Context: an optimization exercise on an open-source flow, tuned for a short achievable clock period and few clock cycles per item. The choices shown serve that exercise and are no tape-out recipe. Function was checked by simulation only, so behaviour that the tests miss may differ from the original.

==> inputs of branch amber <==
// array_multiplier
module array_multiplier (
	input  logic        clk,
	input  logic        reset,
	input  logic        in_valid,
	input  logic [15:0] x,
	input  logic [15:0] y,
	output logic        product_valid,
	output logic [31:0] product
);
==> flow/config.mk <==
export PLATFORM = sky130hd
export DESIGN_NAME = array_multiplier
export DESIGN_NICKNAME = array_multiplier
export VERILOG_FILES = /design/flow/design.v
export SDC_FILE = /design/flow/constraint.sdc
export NUM_CORES = 4
export LEC_CHECK = 0
export CAP_MARGIN = 20
export CORE_MARGIN = 2
export CORE_UTILIZATION = 40
export SETUP_SLACK_MARGIN = 3.5
export SLEW_MARGIN = 20
export SYNTH_HIERARCHICAL = 1
==> flow/constraint.sdc <==
create_clock -name core_clock -period 6.0 [get_ports {clk}]
set_input_delay 1.2000 -clock core_clock [delete_from_list [all_inputs] [get_ports {clk}]]
set_output_delay 1.2000 -clock core_clock [all_outputs]
set_load 0.01 [all_outputs]
standard.sh (not shown) runs the stock make flow with config.mk's settings and CLKGATE_MAP_FILE= SYNTH_SCRIPT=/design/flow/synth_recipe.tcl, a recipe that flattens the netlist after the stock synthesis.
==> flow/flow/run.sh <==
#!/bin/bash
# The standard layout (standard.sh: the standard flow's synthesis and ORFS flow), with one
# change: the buffers that buffer_ports puts on every input and output port
# are sky130_fd_sc_hd__buf_4 instead of the cell buffer_ports picks itself
# (a clkdlybuf4s50 delay cell), so that timing repair can size them within
# the buf_* family.  make's full output goes to flow_make.log.
set -euo pipefail
bash standard.sh "BUFFER_PORTS_ARGS=-buffer_cell sky130_fd_sc_hd__buf_4" finish > flow_make.log 2>&1
==> branch tundra: changes against branch amber <==
==> flow/flow/run.sh (replaced) <==
#!/bin/bash
# The standard layout (standard.sh: the standard flow's synthesis and ORFS flow), with two
# changes to port buffering: buffer_ports puts sky130_fd_sc_hd__buf_4 on every
# input and output port instead of the cell it picks itself (a clkdlybuf4s50
# delay cell), and after global placement flow/inbuf.tcl makes the input
# ports' buffers buf_12, as each drives a wide fanout.  Timing repair may
# still resize them within the buf_* family.  make's full output goes to
# flow_make.log.
set -euo pipefail
bash standard.sh "BUFFER_PORTS_ARGS=-buffer_cell sky130_fd_sc_hd__buf_4" \
  "POST_GLOBAL_PLACE_TCL=$PWD/flow/inbuf.tcl" finish > flow_make.log 2>&1
==> flow/flow/inbuf.tcl (new file) <==
# POST_GLOBAL_PLACE hook: the buffers on the input ports each drive a wide
# fanout, so start them at buf_12 (timing repair may still resize them).
foreach port [get_ports *] {
  if { [get_property $port direction] != "input" } { continue }
  set net [get_nets -of_objects $port]
  if { $net == "" } { continue }
  foreach pin [get_pins -of_objects $net] {
    if { [get_property $pin direction] != "input" } { continue }
    set inst [get_cells -of_objects $pin]
    if { [string match "sky130_fd_sc_hd__buf_*" [get_property $inst ref_name]] } {
      replace_cell $inst sky130_fd_sc_hd__buf_12
    }
  }
}
==> branch umber: changes against branch amber <==
==> flow/flow/run.sh (replaced) <==
#!/bin/bash
# The standard layout (standard.sh: the standard flow's synthesis and ORFS flow), with two
# changes to port buffering: buffer_ports puts sky130_fd_sc_hd__buf_4 on every
# input and output port instead of the cell it picks itself (a clkdlybuf4s50
# delay cell), and after global placement flow/inbuf.tcl makes the input
# ports' buffers buf_12, as each drives a wide fanout.  Timing repair may
# still resize them within the buf_* family.  make's full output goes to
# flow_make.log.
set -euo pipefail
bash standard.sh "BUFFER_PORTS_ARGS=-buffer_cell sky130_fd_sc_hd__buf_4" \
  "POST_GLOBAL_PLACE_TCL=$PWD/flow/inbuf.tcl" finish > flow_make.log 2>&1
==> flow/flow/inbuf.tcl (new file) <==
# POST_GLOBAL_PLACE hook: the buffers on the input ports each drive a wide
# fanout, so start them at buf_12 (timing repair may still resize them).
foreach bterm [[ord::get_db_block] getBTerms] {
  if { [$bterm getIoType] != "INPUT" } { continue }
  set net [$bterm getNet]
  if { $net == "NULL" } { continue }
  foreach iterm [$net getITerms] {
    set inst [$iterm getInst]
    if { [string match "sky130_fd_sc_hd__buf_*" [[$inst getMaster] getName]] } {
      replace_cell [$inst getName] sky130_fd_sc_hd__buf_12
    }
  }
}
Settings changed: SETUP_SLACK_MARGIN 3.5 to 3.7.
==> summary.txt <==
Branch umber passed the timing, design-rule and antenna checks. Branch tundra did not get past 3_3_place_gp. Branch amber finished with timing, DRC and antenna clean. In branch amber the register-to-register slack is lower than in branch umber, by 30 ps. In area after synthesis, branch amber and branch umber do not differ. Between branch amber and branch umber, the lower non-clock buffer count is in branch amber (gap 92). Between branch amber and branch umber, the lower core utilization is in branch amber (gap 12 points). Of branch umber and branch amber, branch amber has the higher critical path depth (gap 6). Flip-flop and latch count is the same in branch umber and branch amber. Between branch amber and branch umber, the lower sequential share of layout area is in branch umber (gap 5.1 points). Of branch umber and branch amber, branch umber has the higher wire length (gap about 15%, measured against branch amber). Against branch umber, the first-iteration DRC count of branch amber is larger by 22%.
Testbench counts of branch amber, summed over its fixed seeds: cycles 6,392, products 3,200.
Testbench counts of branch tundra, summed over its fixed seeds: cycles 6,392, products 3,200.
Testbench counts of branch umber, summed over its fixed seeds: cycles 6,392, products 3,200.

---

==> inputs of trial 30 <==
Another version of the RTL of array_multiplier (not shown whole).
Settings: LEC_CHECK=0, CAP_MARGIN=20, CORE_MARGIN=2, CORE_UTILIZATION=34, SETUP_SLACK_MARGIN=3.6, SLEW_MARGIN=20, SYNTH_HIERARCHICAL=1; clock period 6.0 ns.
==> flow/flow/run.sh <==
#!/bin/bash
# The standard layout (standard.sh: the standard flow's synthesis and ORFS flow), with one
# change: the buffers that buffer_ports puts on every input and output port
# are sky130_fd_sc_hd__buf_4 instead of the cell buffer_ports picks itself
# (a clkdlybuf4s50 delay cell), so that timing repair can size them within
# the buf_* family.  make's full output goes to flow_make.log.
set -euo pipefail
bash standard.sh "BUFFER_PORTS_ARGS=-buffer_cell sky130_fd_sc_hd__buf_4" finish > flow_make.log 2>&1
==> build 53 (differences from trial 30) <==
==> flow/flow/run.sh (replaced) <==
#!/bin/bash
# The standard layout (standard.sh: the standard flow's synthesis and ORFS flow), with two
# changes: buffer_ports puts sky130_fd_sc_hd__buf_4 on every input and output
# port instead of the cell it picks itself (a clkdlybuf4s50 delay cell), and
# after global placement flow/outdrv.tcl sizes up each output port's buffer
# and the XOR/XNOR gate driving it.  Timing repair may still resize them.
# make's full output goes to flow_make.log.
set -euo pipefail
bash standard.sh "BUFFER_PORTS_ARGS=-buffer_cell sky130_fd_sc_hd__buf_4" \
  "POST_GLOBAL_PLACE_TCL=$PWD/flow/outdrv.tcl" finish > flow_make.log 2>&1
==> flow/flow/outdrv.tcl (new file) <==
# POST_GLOBAL_PLACE hook: on each output port, make the port buffer buf_6
# and an XOR, XNOR or inverter that drives it the _4 size, as these paths end a
# clock period early (the output delay) and cross a long wire to the pin.
foreach bterm [[ord::get_db_block] getBTerms] {
  if { [$bterm getIoType] != "OUTPUT" } { continue }
  set net [$bterm getNet]
  if { $net == "NULL" } { continue }
  foreach iterm [$net getITerms] {
    if { ![$iterm isOutputSignal] } { continue }
    set buf [$iterm getInst]
    if { ![string match "sky130_fd_sc_hd__buf_*" [[$buf getMaster] getName]] } { continue }
    replace_cell [$buf getName] sky130_fd_sc_hd__buf_6
    foreach bin [$buf getITerms] {
      if { ![$bin isInputSignal] } { continue }
      set inet [$bin getNet]
      if { $inet == "NULL" } { continue }
      foreach drv [$inet getITerms] {
        if { ![$drv isOutputSignal] } { continue }
        set gate [$drv getInst]
        set m [[$gate getMaster] getName]
        if { [regexp {^sky130_fd_sc_hd__(xnor2|xor2|inv)_[0-9]+$} $m -> f] } {
          replace_cell [$gate getName] sky130_fd_sc_hd__${f}_4
        }
      }
    }
  }
}
--- a/flow/config.mk
+++ b/flow/config.mk
@@ -9,3 +9,3 @@
 export CORE_MARGIN = 2
-export CORE_UTILIZATION = 34
+export CORE_UTILIZATION = 46
 export SETUP_SLACK_MARGIN = 3.6
==> comparison table <==
| item | build 53 | trial 30 |
|---|---|---|
| Run status | finished clean | finished clean |
| Worst flop-to-flop path endpoint | r2_n1599$_DFF_P_ | r2_n1602$_DFF_P_ |
| Fraction of cell area in non-clock buffers | 6.03% | 5.72% |
| Arrival time at the worst endpoint | 2.87 ns | 1.22 ns |
| Die Span Y | 173 µm | 201 µm |
| Endpoint with the worst hold slack | r2_n1604$_DFF_P_ | r2_n1382$_DFF_P_ |
| Crit path required time | 6.44 ns | 4.80 ns |
| Number of placement rows | 61 | 72 |
| Total detailed-routing wirelength | 34.5 mm | 35.5 mm |
| Routing usage on met1 | 31.0% | 22.0% |
| Post-route insts no fill | 2,322 | 2,468 |
| Post-CTS repair timing setup buffer count | 12 | 11 |
| Storage cell area | 4190 µm² | 4170 µm² |
| Highest attainable clock frequency | 0.412 GHz | 0.414 GHz |
Testbench counts of trial 30, summed over its fixed seeds: cycles 6,392, products 3,200.
Testbench counts of build 53, summed over its fixed seeds: cycles 6,392, products 3,200.

---

==> inputs of build 9 <==
Starting RTL as in the previous note.
==> flow/config.mk <==
export PLATFORM = sky130hd
export DESIGN_NAME = array_multiplier
export DESIGN_NICKNAME = array_multiplier
export VERILOG_FILES = /design/flow/design.v
export SDC_FILE = /design/flow/constraint.sdc
export NUM_CORES = 4
export LEC_CHECK = 0
export CAP_MARGIN = 20
export CORE_MARGIN = 2
export CORE_UTILIZATION = 40
export SETUP_SLACK_MARGIN = 3.5
export SLEW_MARGIN = 20
export SYNTH_HIERARCHICAL = 1
==> flow/constraint.sdc <==
create_clock -name core_clock -period 6.0 [get_ports {clk}]
set_input_delay 1.2000 -clock core_clock [delete_from_list [all_inputs] [get_ports {clk}]]
set_output_delay 1.2000 -clock core_clock [all_outputs]
set_load 0.01 [all_outputs]
run.sh (not shown) runs the stock make flow with config.mk's settings and CLKGATE_MAP_FILE= SYNTH_SCRIPT=/design/flow/synth_recipe.tcl, a recipe that flattens the netlist after the stock synthesis.
Stock flow here: none of the scripts above is used.
==> trial 76 (differences from build 9) <==
==> flow/flow/run.sh (new file) <==
#!/bin/bash
# The standard layout (standard.sh: the standard flow's synthesis and ORFS flow), with one
# change: the buffers that buffer_ports puts on every input and output port
# are sky130_fd_sc_hd__buf_4 instead of the cell buffer_ports picks itself
# (a clkdlybuf4s50 delay cell), so that timing repair can size them within
# the buf_* family.  make's full output goes to flow_make.log.
set -euo pipefail
bash standard.sh "BUFFER_PORTS_ARGS=-buffer_cell sky130_fd_sc_hd__buf_4" finish > flow_make.log 2>&1
==> flow/standard.sh (new file) <==
#!/bin/bash
# synth_recipe.tcl (not shown) runs the flow's synth.tcl, then flattens the netlist and writes it again
# the make line also repeats each setting of config.mk as NAME=value (left out here)
make -C /OpenROAD-flow-scripts/flow DESIGN_CONFIG=/design/flow/config.mk WORK_HOME=/design/flow/orfs CLKGATE_MAP_FILE= SYNTH_SCRIPT=/design/flow/synth_recipe.tcl "${@:-finish}"
Settings changed: CORE_UTILIZATION 40 to 46, SETUP_SLACK_MARGIN 3.5 to 3.6.
removed: flow/run.sh
==> summary of the runs <==
Trial 76 ran to the end with no violations. Build 9 ran to the end with no violations.
Hold slack: build 9 is worse than trial 76 (0.0013 ns).
Of build 9 and trial 76, trial 76 has the higher core utilization (gap 8.8 points).
Of build 9 and trial 76, build 9 has the higher final cell count (gap about 3.4%, measured against trial 76).
Via count: trial 76 is lower than build 9 (1.3%).
In trial 76 the count of clock-buffer cells in the layout is lower than in build 9, by 3.
In synthesized cell count, build 9 and trial 76 do not differ.
Of trial 76 and build 9, trial 76 has the higher register-to-register slack (gap 0.09 ns).
Between build 9 and trial 76, the lower maximum frequency is in build 9 (gap 2.3%, measured against trial 76).
In area after synthesis, trial 76 and build 9 do not differ.
Testbench counts of build 9, summed over its fixed seeds: cycles 6,392, products 3,200.
Testbench counts of trial 76, summed over its fixed seeds: cycles 6,392, products 3,200.

-- static timing again, ports no longer ideal --
No port has a modelled driver above. Below, the same layouts with a new extraction and two added sets of constraints.
Step 1: set_driving_cell puts a clkbuf_16 on clk and a buf_2 on each other input, an assumption about the parent block.
Step 2 moves the port delays by t, midway between the first and last clock arrival at a register: inputs arrive t later, outputs are due t later. That takes back most of the time a late clock gives input paths.
Three values: ideal ports, drivers, drivers and shift; two values: the first two.
| run | shift t [ns] | slack for setup (ns) | worst setup path after step 2 |
|---|---|---|---|
| branch amber | 0.550 | 3.539 / 3.545 / 3.011 | input to register |
| branch umber | 0.567 | 3.576 / 3.526 / 3.048 | input to register |
| trial 30 | 0.579 | 3.584 / 3.529 / 3.089 | input to register |
| build 53 | 0.571 | 3.575 / 3.542 / 3.088 | input to register |
| build 9 | 0.562 | 3.533 / 3.523 / 2.996 | input to register |
| trial 76 | 0.549 | 3.589 / 3.538 / 3.123 | input to register |
After both steps every run listed still meets setup and hold. The setup slack of build 9, which loses most, moves by -0.010 ns with the drivers and by -0.537 ns with both steps.
